This is an optimization exercise on Yosys and OpenROAD, whose aim is small area, not a production implementation. RTL that was checked went through simulation tests only; none was proved equivalent to the original. Power and IR drop assume default switching activity.

==> pepper: inputs <==
==> flow/design.v <==
module inst_rom_loadable #(
    parameter int             A    = 8,
    parameter int             W    = 9,
    parameter int             CW   = 3,
    parameter logic [W-1:0]   FILL = '0
) (
    input  logic            Clk,
    input  logic            Reset_n,
    input  logic            LoadStart,
    input  logic            LoadValid,
    input  logic [CW-1:0]   LoadData,
    input  logic            LoadLast,
    output logic            LoadReady,
    output logic            LoadDone,
    output logic            LoadErr,
    output logic [A:0]      LoadCount,
    input  logic            FetchEn,
    input  logic [A-1:0]    InstAddress,
    output logic [W-1:0]    InstOut,
    output logic            InstValid
);
    localparam int CPW   = W / CW;
    localparam int CCW   = (CPW > 1) ? $clog2(CPW) : 1;
    localparam int DEPTH = 2 ** A;
    localparam int LB    = A / 2;             
    localparam int HB    = A - LB;            
    localparam int NL    = 2 ** LB;
    localparam int LD    = 2 ** HB;
    localparam int KB    = 3;
    localparam int K     = 2 ** KB;
    localparam int NPL   = LD / K;
    localparam int NP    = (K + CPW - 1) / CPW;
    typedef enum logic [1:0] {
        S_IDLE  = 2'd0,
        S_LOAD  = 2'd1,
        S_READY = 2'd2
    } state_t;
    state_t              state_r;
    logic [CCW-1:0]      chunk_r;
    logic [W-CW-1:0]     partial_r;
    logic                load_ready_r;
    logic                load_done_r;
    logic                load_err_r;
    logic [A:0]          load_count_r;
    logic [W-1:0]        inst_out_r;
    logic                inst_valid_r;
    logic [HB-1:0]       rot_r;
    logic [NL-1:0][LD-1:0][W-1:0] ring_r;
    logic [NP-1:0][W-1:0]    pend_r;
    logic [NP-1:0]           pend_v_r;
    logic [NP-1:0]       ins_hit_r;       
    logic [LB-1:0]       ins_lane_r;      
    logic [HB-1:KB]      ins_pt_r;        
    logic                beat_s;
    logic                last_chunk_s;
    logic                wp_full_s;
    logic [W-1:0]        shifted_s;
    logic                mem_we_s;
    logic                fetch_s;
    logic                start_s;
    logic [A:0]          load_count_n;
    always_comb begin
        shifted_s    = {partial_r, LoadData};
        last_chunk_s = (chunk_r == CCW'(CPW - 1));
        wp_full_s    = (load_count_r[A-1:0] == {A{1'b1}});
        beat_s       = (state_r == S_LOAD) & LoadValid & load_ready_r;
        fetch_s      = (state_r == S_READY) & FetchEn;
        mem_we_s     = beat_s & last_chunk_s;
        start_s      = LoadStart & ((state_r == S_IDLE) | (state_r == S_READY));
        load_count_n = start_s  ? '0 :
                       mem_we_s ? load_count_r + (A+1)'(1) : load_count_r;
    end
    logic [NP-1:0]       pend_v_n;
    logic [NP-1:0]       ins_hit_n;
    logic [LB-1:0]       ins_lane_n;
    logic [HB-1:KB]      ins_pt_n;
    logic [NP:0]               cand_m;
    logic [NP:0][LB-1:0]       cand_lane;
    logic [NP:0][HB-KB-1:0]    cand_pt;
    logic [NP-1:0]             pend_v_k;
    logic [NP-1:0]             hit_we, hit_nowe;
    logic [LB-1:0]             lane_we, lane_nowe;
    logic [HB-KB-1:0]          pt_we, pt_nowe;
    always_comb begin
        logic [A-1:0]  addr;
        logic [HB-1:0] qpos;
        for (int k = 0; k <= NP; k++) begin
            addr = load_count_r[A-1:0] - A'(k);
            qpos = rot_r + HB'(2) - addr[A-1:LB] - HB'(addr[LB-1:0]);
            cand_m[k]    = (qpos[KB-1:0] == '0);
            cand_lane[k] = addr[LB-1:0];
            cand_pt[k]   = qpos[HB-1:KB];
        end
        pend_v_k = pend_v_r & ~ins_hit_r;
        lane_we = '0; lane_nowe = '0; pt_we = '0; pt_nowe = '0;
        for (int i = 0; i < NP; i++) begin
            hit_nowe[i] = pend_v_k[i] & cand_m[i+1];
            hit_we[i]   = ((i == 0) ? 1'b1 : pend_v_k[(i+NP-1)%NP]) & cand_m[i];
            if (hit_nowe[i]) begin
                lane_nowe = cand_lane[i+1];
                pt_nowe   = cand_pt[i+1];
            end
            if (hit_we[i]) begin
                lane_we = cand_lane[i];
                pt_we   = cand_pt[i];
            end
        end
        pend_v_n = pend_v_k;
        if (mem_we_s)
            pend_v_n = {pend_v_k[NP-2:0], 1'b1};
        if (start_s)
            pend_v_n = '0;
        ins_hit_n  = start_s ? '0 : mem_we_s ? hit_we : hit_nowe;
        ins_lane_n = mem_we_s ? lane_we : lane_nowe;
        ins_pt_n   = mem_we_s ? pt_we : pt_nowe;
    end
    always_ff @(posedge Clk or negedge Reset_n) begin
        if (!Reset_n) begin
            rot_r      <= '0;
            pend_v_r   <= '0;
            ins_hit_r  <= '0;
        end else begin
            rot_r      <= rot_r + HB'(1);
            pend_v_r   <= pend_v_n;
            ins_hit_r  <= ins_hit_n;
        end
    end
    always_ff @(posedge Clk) begin
        ins_lane_r <= ins_lane_n;
        ins_pt_r   <= ins_pt_n;
    end
    always_ff @(posedge Clk) begin
        if (beat_s) partial_r <= shifted_s[W-CW-1:0];
    end
    always_ff @(posedge Clk) begin
        if (mem_we_s) begin
            pend_r[0] <= shifted_s;
            for (int i = 1; i < NP; i++) pend_r[i] <= pend_r[i-1];
        end
    end
    logic [W-1:0]          ins_data;
    logic [NL-1:0][NPL-1:0] ins_en;
    always_comb begin
        ins_data = '0;
        for (int i = 0; i < NP; i++) begin
            if (ins_hit_r[i]) ins_data = ins_data | pend_r[i];
        end
        ins_data = ins_data ^ {W{~ins_pt_r[KB]}};
        for (int l = 0; l < NL; l++)
            for (int j = 0; j < NPL; j++)
                ins_en[l][j] = (|ins_hit_r) & (ins_lane_r == LB'(l)) &
                               (ins_pt_r == (HB-KB)'(j));
    end
    logic [NL-1:0][LD-1:0][W-1:0] ring_d;
    for (genvar l = 0; l < NL; l++) begin : g_lane
        for (genvar q = 0; q < LD; q++) begin : g_pos
            if ((q % K) == 0) begin : g_ins
                for (genvar b = 0; b < W; b++) begin : g_b
                    irl_mux2i u_mux (
                        .a0(ring_r[l][(q + LD - 1) % LD][b]),
                        .a1(ins_data[b]),
                        .s (ins_en[l][q / K]),
                        .y (ring_d[l][q][b])
                    );
                end
            end else begin : g_shift
                assign ring_d[l][q] = ring_r[l][(q + LD - 1) % LD];
            end
        end
    end
    always_ff @(posedge Clk) begin
        ring_r <= ring_d;
    end
    localparam int NG  = DEPTH / 3;           
    localparam int NT0 = NG + ((DEPTH % 3) != 0 ? 1 : 0);
    localparam int NT1 = (NT0 + 3) / 4;
    localparam int NT2 = (NT1 + 1) / 2;
    localparam int NT3 = (NT2 + 3) / 4;
    logic [NL-1:0]         rd_lane_n;
    logic [LD-1:0]         rd_pos_n;
    logic [DEPTH-1:0]      rd_sel;
    logic [DEPTH-1:0][W-1:0] rd_in;
    logic [W-1:0][NT0-1:0] rd_t0;             
    logic [W-1:0][NT1-1:0] rd_t1;             
    logic [W-1:0][NT2-1:0] rd_t2;             
    logic [W-1:0][NT3-1:0] rd_t3;             
    logic [W-1:0]          rd_raw_n;
    logic [HB-1:0]         rd_q;
    logic                  rd_pol;
    logic [LD-1:0][HB-1:0] rd_cmp;
    logic [LD-1:0][HB-1:0] rd_eqb;
    always_comb begin
        for (int i = 0; i < NL; i++)
            rd_lane_n[i] = ~(InstAddress[LB-1:0] == LB'(i));
        rd_q   = rot_r - InstAddress[A-1:LB] - HB'(InstAddress[LB-1:0]);
        rd_pol = rd_q[KB];
    end
    irl_rotcmp #(.HB(HB)) u_rotcmp (.rot(rot_r), .cmp(rd_cmp));
    for (genvar h = 0; h < LD; h++) begin : g_dec
        for (genvar k = 0; k < HB; k++) begin : g_bit
            irl_xnor2 u_x (
                .a(InstAddress[LB + k]), .b(rd_cmp[h][k]), .y(rd_eqb[h][k]));
        end
        irl_nand_n #(.N(HB)) u_eq (.a(rd_eqb[h]), .y(rd_pos_n[h]));
    end
    for (genvar l = 0; l < NL; l++) begin : g_sel_l
        for (genvar q = 0; q < LD; q++) begin : g_sel_q
            irl_nor2 u_sel (
                .a(rd_lane_n[l]),
                .b(rd_pos_n[(q + l) % LD]),
                .y(rd_sel[l * LD + q])
            );
            assign rd_in[l * LD + q] = ring_r[l][q];
        end
    end
    for (genvar b = 0; b < W; b++) begin : g_rd
        for (genvar g = 0; g < NG; g++) begin : g_grp
            irl_a222oi u_aoi (
                .a1(rd_sel[3*g]),   .a2(rd_in[3*g][b]),
                .b1(rd_sel[3*g+1]), .b2(rd_in[3*g+1][b]),
                .c1(rd_sel[3*g+2]), .c2(rd_in[3*g+2][b]),
                .y (rd_t0[b][g])
            );
        end
        if (DEPTH % 3 == 1) begin : g_rem1
            irl_nand2 u_rem (
                .a(rd_sel[DEPTH-1]), .b(rd_in[DEPTH-1][b]), .y(rd_t0[b][NG]));
        end else if (DEPTH % 3 == 2) begin : g_rem2
            irl_a22oi u_rem (
                .a1(rd_sel[DEPTH-2]), .a2(rd_in[DEPTH-2][b]),
                .b1(rd_sel[DEPTH-1]), .b2(rd_in[DEPTH-1][b]), .y(rd_t0[b][NG]));
        end
        for (genvar g = 0; g < NT1; g++) begin : g_t1
            irl_nand_n #(.N((4*g+4 <= NT0) ? 4 : NT0 - 4*g)) u_n (
                .a(rd_t0[b][((4*g+4 <= NT0) ? 4*g+3 : NT0-1) : 4*g]),
                .y(rd_t1[b][g]));
        end
        for (genvar g = 0; g < NT2; g++) begin : g_t2
            irl_nor_n #(.N((2*g+2 <= NT1) ? 2 : NT1 - 2*g)) u_n (
                .a(rd_t1[b][((2*g+2 <= NT1) ? 2*g+1 : NT1-1) : 2*g]),
                .y(rd_t2[b][g]));
        end
        for (genvar g = 0; g < NT3; g++) begin : g_t3
            irl_nand_n #(.N((4*g+4 <= NT2) ? 4 : NT2 - 4*g)) u_n (
                .a(rd_t2[b][((4*g+4 <= NT2) ? 4*g+3 : NT2-1) : 4*g]),
                .y(rd_t3[b][g]));
        end
        irl_nor_n #(.N(NT3)) u_t4 (.a(rd_t3[b]), .y(rd_raw_n[b]));
    end
    logic [A:0]           diff_s;         
    logic                 in_range_s;
    logic                 byp_hit;
    logic [W-1:0]         byp_data;
    logic                 use_ring;
    logic [W-1:0]         inst_out_alt;
    logic [W-1:0]         inst_out_n;
    always_comb begin
        diff_s     = load_count_r - {1'b0, InstAddress};
        in_range_s = ({1'b0, InstAddress} < load_count_r);
        byp_hit    = 1'b0;
        byp_data   = '0;
        for (int i = 0; i < NP; i++) begin
            if (pend_v_r[i] && diff_s == (A+1)'(i + 1)) begin
                byp_hit  = 1'b1;
                byp_data = pend_r[i];
            end
        end
        use_ring     = fetch_s & in_range_s & ~byp_hit;
        inst_out_alt = ~fetch_s ? inst_out_r : (in_range_s & byp_hit) ? byp_data : FILL;
        inst_out_n   = use_ring ? (rd_raw_n ^ {W{~rd_pol}}) : inst_out_alt;
    end
    always_ff @(posedge Clk or negedge Reset_n) begin
        if (!Reset_n) begin
            state_r      <= S_IDLE;
            chunk_r      <= '0;
            load_ready_r <= 1'b0;
            load_done_r  <= 1'b0;
            load_err_r   <= 1'b0;
            load_count_r <= '0;
            inst_out_r   <= '0;
            inst_valid_r <= 1'b0;
        end else begin
            load_count_r <= load_count_n;
            case (state_r)
                S_IDLE: begin
                    inst_valid_r <= 1'b0;
                    if (LoadStart) begin
                        state_r      <= S_LOAD;
                        chunk_r      <= '0;
                        load_done_r  <= 1'b0;
                        load_err_r   <= 1'b0;
                        load_ready_r <= 1'b1;
                    end
                end
                S_LOAD: begin
                    inst_valid_r <= 1'b0;
                    if (beat_s) begin
                        if (last_chunk_s) begin
                            chunk_r <= '0;
                            if (LoadLast || wp_full_s) begin
                                state_r      <= S_READY;
                                load_ready_r <= 1'b0;
                                load_done_r  <= 1'b1;
                            end
                        end else begin
                            chunk_r <= chunk_r + CCW'(1);
                            if (LoadLast) begin
                                state_r      <= S_READY;
                                load_ready_r <= 1'b0;
                                load_done_r  <= 1'b1;
                                load_err_r   <= 1'b1;
                                chunk_r      <= '0;
                            end
                        end
                    end
                end
                S_READY: begin
                    inst_out_r <= inst_out_n;
                    if (fetch_s) begin
                        inst_valid_r <= 1'b1;
                    end else begin
                        inst_valid_r <= 1'b0;
                    end
                    if (LoadStart) begin
                        state_r      <= S_LOAD;
                        chunk_r      <= '0;
                        load_done_r  <= 1'b0;
                        load_err_r   <= 1'b0;
                        load_ready_r <= 1'b1;
                    end
                end
                default: begin
                    state_r      <= S_IDLE;
                    load_ready_r <= 1'b0;
                    load_done_r  <= 1'b0;
                    inst_valid_r <= 1'b0;
                end
            endcase
        end
    end
    assign LoadReady = load_ready_r;
    assign LoadDone  = load_done_r;
    assign LoadErr   = load_err_r;
    assign LoadCount = load_count_r;
    assign InstOut   = inst_out_r;
    assign InstValid = inst_valid_r;
endmodule
module irl_rotcmp #(
    parameter int HB = 4
) (
    input  logic [HB-1:0]               rot,
    output logic [2**HB-1:0][HB-1:0]    cmp
);
    always_comb begin
        cmp = '0;
        for (int r = 0; r < 2**HB; r++)
            if (rot == HB'(r))
                for (int i = 0; i < 2**HB; i++)
                    cmp[i] = HB'(r - i);
    end
endmodule
module irl_mux2i (
    input  logic a0,
    input  logic a1,
    input  logic s,
    output logic y
);
    assign y = ~(s ? a1 : a0);
endmodule
module irl_a222oi (
    input  logic a1, a2,
    input  logic b1, b2,
    input  logic c1, c2,
    output logic y
);
    assign y = ~((a1 & a2) | (b1 & b2) | (c1 & c2));
endmodule
module irl_a22oi (
    input  logic a1, a2,
    input  logic b1, b2,
    output logic y
);
    assign y = ~((a1 & a2) | (b1 & b2));
endmodule
module irl_xnor2 (
    input  logic a,
    input  logic b,
    output logic y
);
    assign y = ~(a ^ b);
endmodule
module irl_nand2 (
    input  logic a,
    input  logic b,
    output logic y
);
    assign y = ~(a & b);
endmodule
module irl_nor2 (
    input  logic a,
    input  logic b,
    output logic y
);
    assign y = ~(a | b);
endmodule
module irl_nand_n #(
    parameter int N = 4
) (
    input  logic [N-1:0] a,
    output logic         y
);
    assign y = ~(&a);
endmodule
module irl_nor_n #(
    parameter int N = 2
) (
    input  logic [N-1:0] a,
    output logic         y
);
    assign y = ~(|a);
endmodule
==> flow/run.sh <==
#!/bin/bash
# synth_recipe.tcl (not shown) runs the flow's synth.tcl, then flattens the netlist and writes it again
# the make line also repeats each setting of config.mk as NAME=value (left out here)
make -C /OpenROAD-flow-scripts/flow DESIGN_CONFIG=/design/flow/config.mk WORK_HOME=/design/flow/orfs CLKGATE_MAP_FILE= SYNTH_SCRIPT=/design/flow/synth_recipe.tcl finish
==> flow/config.mk <==
export PLATFORM = sky130hd
export DESIGN_NAME = inst_rom_loadable
export DESIGN_NICKNAME = inst_rom_loadable
export VERILOG_FILES = /design/flow/design.v
export SDC_FILE = /design/flow/constraint.sdc
export NUM_CORES = 4
export LEC_CHECK = 0
export CAP_MARGIN = 20
export CORE_MARGIN = 2
export CORE_UTILIZATION = 40
export CTS_CLUSTER_DIAMETER = 60
export CTS_CLUSTER_SIZE = 30
export SLEW_MARGIN = 20
export SYNTH_HIERARCHICAL = 1
==> flow/constraint.sdc <==
create_clock -name core_clock -period 4.0 [get_ports {Clk}]
set_input_delay 0.8000 -clock core_clock [delete_from_list [all_inputs] [get_ports {Clk}]]
set_output_delay 0.8000 -clock core_clock [all_outputs]
set_load 0.01 [all_outputs]
==> amber (differences from pepper) <==
--- a/flow/design.v
+++ b/flow/design.v
@@ -47,2 +47,3 @@
     logic [HB-1:0]       rot_r;
+    logic [HB-1:0]       rot_n;
     logic [NL-1:0][LD-1:0][W-1:0] ring_r;
@@ -84,9 +85,9 @@
     always_comb begin
-        logic [A-1:0]  addr;
+        logic [HB-1:0] qbase;
         logic [HB-1:0] qpos;
+        qbase = rot_r + HB'(2) - load_count_r[A-1:LB] - HB'(load_count_r[LB-1:0]);
         for (int k = 0; k <= NP; k++) begin
-            addr = load_count_r[A-1:0] - A'(k);
-            qpos = rot_r + HB'(2) - addr[A-1:LB] - HB'(addr[LB-1:0]);
+            qpos = qbase + HB'(k) + HB'(load_count_r[LB-1:0] < LB'(k));
             cand_m[k]    = (qpos[KB-1:0] == '0);
-            cand_lane[k] = addr[LB-1:0];
+            cand_lane[k] = load_count_r[LB-1:0] - LB'(k);
             cand_pt[k]   = qpos[HB-1:KB];
@@ -122,3 +123,3 @@
         end else begin
-            rot_r      <= rot_r + HB'(1);
+            rot_r      <= rot_n;
             pend_v_r   <= pend_v_n;
@@ -197,3 +198,29 @@
     end
-    irl_rotcmp #(.HB(HB)) u_rotcmp (.rot(rot_r), .cmp(rd_cmp));
+    localparam int NS = 2 ** HB - 1;
+    logic [NS-1:0]         rd_s_r;            
+    logic [NS-1:0]         rd_s;              
+    logic [NS-1:0]         rd_s_n;
+    always_comb begin
+        rot_n = rot_r + HB'(1);
+        for (int k = 0; k < HB; k++) begin
+            for (int m = 0; m < 2**k; m++) begin
+                rd_s_n[2**k - 1 + m] = HB'(rot_n - HB'(m)) >> k;
+                rd_s[2**k - 1 + m]   = (m == 0) ? rot_r[k] : rd_s_r[2**k - 1 + m];
+            end
+        end
+        for (int h = 0; h < LD; h++)
+            for (int k = 0; k < HB; k++)
+                rd_cmp[h][k] = rd_s[2**k - 1 + (h % (2**k))] ^ ((h >> k) & 1);
+    end
+    always_ff @(posedge Clk or negedge Reset_n) begin
+        if (!Reset_n) begin
+            for (int k = 0; k < HB; k++)
+                for (int m = 1; m < 2**k; m++)
+                    rd_s_r[2**k - 1 + m] <= HB'(HB'(0) - HB'(m)) >> k;
+        end else begin
+            for (int k = 0; k < HB; k++)
+                for (int m = 1; m < 2**k; m++)
+                    rd_s_r[2**k - 1 + m] <= rd_s_n[2**k - 1 + m];
+        end
+    end
     for (genvar h = 0; h < LD; h++) begin : g_dec
@@ -249,3 +276,2 @@
     end
-    logic [A:0]           diff_s;         
     logic                 in_range_s;
@@ -256,5 +282,13 @@
     logic [W-1:0]         inst_out_n;
+    logic [NP-1:0][A:0]   byp_addr;
     always_comb begin
-        diff_s     = load_count_r - {1'b0, InstAddress};
-        in_range_s = ({1'b0, InstAddress} < load_count_r);
+        logic eq_hi;
+        in_range_s = 1'b0;
+        eq_hi      = 1'b1;
+        for (int k = A; k >= 0; k--) begin
+            logic ak;
+            ak = (k == A) ? 1'b0 : InstAddress[k % A];
+            in_range_s = in_range_s | (eq_hi & ~ak & load_count_r[k]);
+            eq_hi      = eq_hi & (ak == load_count_r[k]);
+        end
         byp_hit    = 1'b0;
@@ -262,3 +296,4 @@
         for (int i = 0; i < NP; i++) begin
-            if (pend_v_r[i] && diff_s == (A+1)'(i + 1)) begin
+            byp_addr[i] = load_count_r - (A+1)'(i + 1);
+            if (pend_v_r[i] && byp_addr[i] == {1'b0, InstAddress}) begin
                 byp_hit  = 1'b1;
@@ -269,3 +304,7 @@
         inst_out_alt = ~fetch_s ? inst_out_r : (in_range_s & byp_hit) ? byp_data : FILL;
-        inst_out_n   = use_ring ? (rd_raw_n ^ {W{~rd_pol}}) : inst_out_alt;
+    end
+    for (genvar b = 0; b < W; b++) begin : g_out
+        logic rd_v;
+        irl_xnor2 u_pol (.a(rd_raw_n[b]), .b(rd_pol), .y(rd_v));
+        irl_mux2 u_out (.a0(inst_out_alt[b]), .a1(rd_v), .s(use_ring), .y(inst_out_n[b]));
     end
@@ -283,2 +322,3 @@
             load_count_r <= load_count_n;
+            inst_out_r   <= inst_out_n;
             case (state_r)
@@ -317,3 +357,2 @@
                 S_READY: begin
-                    inst_out_r <= inst_out_n;
                     if (fetch_s) begin
@@ -347,16 +386,2 @@
 endmodule
-module irl_rotcmp #(
-    parameter int HB = 4
-) (
-    input  logic [HB-1:0]               rot,
-    output logic [2**HB-1:0][HB-1:0]    cmp
-);
-    always_comb begin
-        cmp = '0;
-        for (int r = 0; r < 2**HB; r++)
-            if (rot == HB'(r))
-                for (int i = 0; i < 2**HB; i++)
-                    cmp[i] = HB'(r - i);
-    end
-endmodule
 module irl_mux2i (
@@ -391,2 +416,10 @@
 endmodule
+module irl_mux2 (
+    input  logic a0,
+    input  logic a1,
+    input  logic s,
+    output logic y
+);
+    assign y = s ? a1 : a0;
+endmodule
 module irl_nand2 (
CORE_UTILIZATION = 55   (was 40)
SETUP_SLACK_MARGIN = 0.2   (was default)
==> violet (differences from pepper) <==
--- a/flow/design.v
+++ b/flow/design.v
@@ -47,2 +47,3 @@
     logic [HB-1:0]       rot_r;
+    logic [HB-1:0]       rot_n;
     logic [NL-1:0][LD-1:0][W-1:0] ring_r;
@@ -84,9 +85,9 @@
     always_comb begin
-        logic [A-1:0]  addr;
+        logic [HB-1:0] qbase;
         logic [HB-1:0] qpos;
+        qbase = rot_r + HB'(2) - load_count_r[A-1:LB] - HB'(load_count_r[LB-1:0]);
         for (int k = 0; k <= NP; k++) begin
-            addr = load_count_r[A-1:0] - A'(k);
-            qpos = rot_r + HB'(2) - addr[A-1:LB] - HB'(addr[LB-1:0]);
+            qpos = qbase + HB'(k) + HB'(load_count_r[LB-1:0] < LB'(k));
             cand_m[k]    = (qpos[KB-1:0] == '0);
-            cand_lane[k] = addr[LB-1:0];
+            cand_lane[k] = load_count_r[LB-1:0] - LB'(k);
             cand_pt[k]   = qpos[HB-1:KB];
@@ -122,3 +123,3 @@
         end else begin
-            rot_r      <= rot_r + HB'(1);
+            rot_r      <= rot_n;
             pend_v_r   <= pend_v_n;
@@ -197,3 +198,29 @@
     end
-    irl_rotcmp #(.HB(HB)) u_rotcmp (.rot(rot_r), .cmp(rd_cmp));
+    localparam int NS = 2 ** HB - 1;
+    logic [NS-1:0]         rd_s_r;            
+    logic [NS-1:0]         rd_s;              
+    logic [NS-1:0]         rd_s_n;
+    always_comb begin
+        rot_n = rot_r + HB'(1);
+        for (int k = 0; k < HB; k++) begin
+            for (int m = 0; m < 2**k; m++) begin
+                rd_s_n[2**k - 1 + m] = HB'(rot_n - HB'(m)) >> k;
+                rd_s[2**k - 1 + m]   = (m == 0) ? rot_r[k] : rd_s_r[2**k - 1 + m];
+            end
+        end
+        for (int h = 0; h < LD; h++)
+            for (int k = 0; k < HB; k++)
+                rd_cmp[h][k] = rd_s[2**k - 1 + (h % (2**k))] ^ ((h >> k) & 1);
+    end
+    always_ff @(posedge Clk or negedge Reset_n) begin
+        if (!Reset_n) begin
+            for (int k = 0; k < HB; k++)
+                for (int m = 1; m < 2**k; m++)
+                    rd_s_r[2**k - 1 + m] <= HB'(HB'(0) - HB'(m)) >> k;
+        end else begin
+            for (int k = 0; k < HB; k++)
+                for (int m = 1; m < 2**k; m++)
+                    rd_s_r[2**k - 1 + m] <= rd_s_n[2**k - 1 + m];
+        end
+    end
     for (genvar h = 0; h < LD; h++) begin : g_dec
@@ -249,3 +276,2 @@
     end
-    logic [A:0]           diff_s;         
     logic                 in_range_s;
@@ -256,5 +282,13 @@
     logic [W-1:0]         inst_out_n;
+    logic [NP-1:0][A:0]   byp_addr;
     always_comb begin
-        diff_s     = load_count_r - {1'b0, InstAddress};
-        in_range_s = ({1'b0, InstAddress} < load_count_r);
+        logic eq_hi;
+        in_range_s = 1'b0;
+        eq_hi      = 1'b1;
+        for (int k = A; k >= 0; k--) begin
+            logic ak;
+            ak = (k == A) ? 1'b0 : InstAddress[k % A];
+            in_range_s = in_range_s | (eq_hi & ~ak & load_count_r[k]);
+            eq_hi      = eq_hi & (ak == load_count_r[k]);
+        end
         byp_hit    = 1'b0;
@@ -262,3 +296,4 @@
         for (int i = 0; i < NP; i++) begin
-            if (pend_v_r[i] && diff_s == (A+1)'(i + 1)) begin
+            byp_addr[i] = load_count_r - (A+1)'(i + 1);
+            if (pend_v_r[i] && byp_addr[i] == {1'b0, InstAddress}) begin
                 byp_hit  = 1'b1;
@@ -269,3 +304,7 @@
         inst_out_alt = ~fetch_s ? inst_out_r : (in_range_s & byp_hit) ? byp_data : FILL;
-        inst_out_n   = use_ring ? (rd_raw_n ^ {W{~rd_pol}}) : inst_out_alt;
+    end
+    for (genvar b = 0; b < W; b++) begin : g_out
+        logic rd_v;
+        irl_xnor2 u_pol (.a(rd_raw_n[b]), .b(rd_pol), .y(rd_v));
+        irl_mux2 u_out (.a0(inst_out_alt[b]), .a1(rd_v), .s(use_ring), .y(inst_out_n[b]));
     end
@@ -283,2 +322,3 @@
             load_count_r <= load_count_n;
+            inst_out_r   <= inst_out_n;
             case (state_r)
@@ -317,3 +357,2 @@
                 S_READY: begin
-                    inst_out_r <= inst_out_n;
                     if (fetch_s) begin
@@ -347,16 +386,2 @@
 endmodule
-module irl_rotcmp #(
-    parameter int HB = 4
-) (
-    input  logic [HB-1:0]               rot,
-    output logic [2**HB-1:0][HB-1:0]    cmp
-);
-    always_comb begin
-        cmp = '0;
-        for (int r = 0; r < 2**HB; r++)
-            if (rot == HB'(r))
-                for (int i = 0; i < 2**HB; i++)
-                    cmp[i] = HB'(r - i);
-    end
-endmodule
 module irl_mux2i (
@@ -391,2 +416,10 @@
 endmodule
+module irl_mux2 (
+    input  logic a0,
+    input  logic a1,
+    input  logic s,
+    output logic y
+);
+    assign y = s ? a1 : a0;
+endmodule
 module irl_nand2 (
CORE_UTILIZATION = 55   (was 40)
GPL_TIMING_DRIVEN = 0   (was default)
SETUP_SLACK_MARGIN = 0.1   (was default)
==> qor summary <==
| item | amber | pepper | violet |
|---|---|---|---|
| Status | no timing/DRC/antenna violations | finished with violations | finished with violations |
| Violated checks | - | negative setup slack | negative setup slack |
| Ant. Diodes | 2 | 1 | 0 |
| Final Core Density | 0.664 | 0.476 | 0.644 |
| Cells after Synth | 4615 | 4690 | 4615 |
| Number of input and output port buffers inserted | 38 | 38 | 37 |
| Buffers excl. clock | 647 | 524 | 205 |
| Met1 wire length | 86700 um | 83800 um | 79000 um |
| Period utilisation layout | 0.936 | 1.03 | 1.01 |
| End point of the critical path | inst_out_r[3] | inst_out_r[8] | inst_out_r[0] |
| Met3 capacity usage during global routing | 0.0525 | 0.0412 | 0.0500 |
| Req. time, crit path | 4700 ps | 4680 ps | 4630 ps |
| Proportion of layout cells with a drive suffix above 1 | 0.168 | 0.160 | 0.146 |
| Post-synthesis to final-layout area growth | 19.4% | 18.6% | 15.9% |
| Hold path cells | 0 | 0 | - |
| Total design power | 41100 uW | 40300 uW | 41000 uW |
| Resize count post-CTS | 7 | 69 | 268 |
| Hold Path Class | reg -> reg | reg -> reg | in -> async |
| HPWL after DPL | 137000 um | 136000 um | 130000 um |
| Flop and latch count out of synthesis | 2388 | 2377 | 2388 |
| Startpoint of the tightest hold check path | ring_r[1162] | ring_r[45] | - |
| Relative slew margins | 0.209 | 0.229 | 0.226 |
No functional check of the RTL was part of pepper.

## afterwards: timing with drivers on the ports
How much do the figures lean on ideal ports? The routed layouts below were timed once more, with nothing changed but the port constraints. Step 1 assumes that a clkbuf_16 drives the clock port and a buf_2 every other input. Step 2 also shifts input and output timing later by t, the mid clock arrival at the registers, as if the neighbouring blocks saw the same clock. a / b / c = ideal ports / drivers / drivers and shift; a / b = the first two.
run	shift t [ns]	slack for setup (ns)	worst hold slack (ns)	latest minus earliest clock arrival (ns)	worst data-port slew with drivers (ns)
pepper	0.871	-0.107 / -0.107 / -0.726	0.294 / 0.294 / 0.294	0.082 / 0.082	0.03
amber	0.861	0.255 / 0.276 / -0.560	0.330 / 0.330 / 0.330	0.039 / 0.040	0.04
violet	0.845	-0.054 / -0.052 / -0.856	0.054 / 0.005 / 0.321	0.057 / 0.056	0.06
Met with ideal ports but missed after step 2: setup timing in amber. The setup slack of amber, which loses most, moves by +0.021 ns with the drivers and by -0.815 ns with both steps.
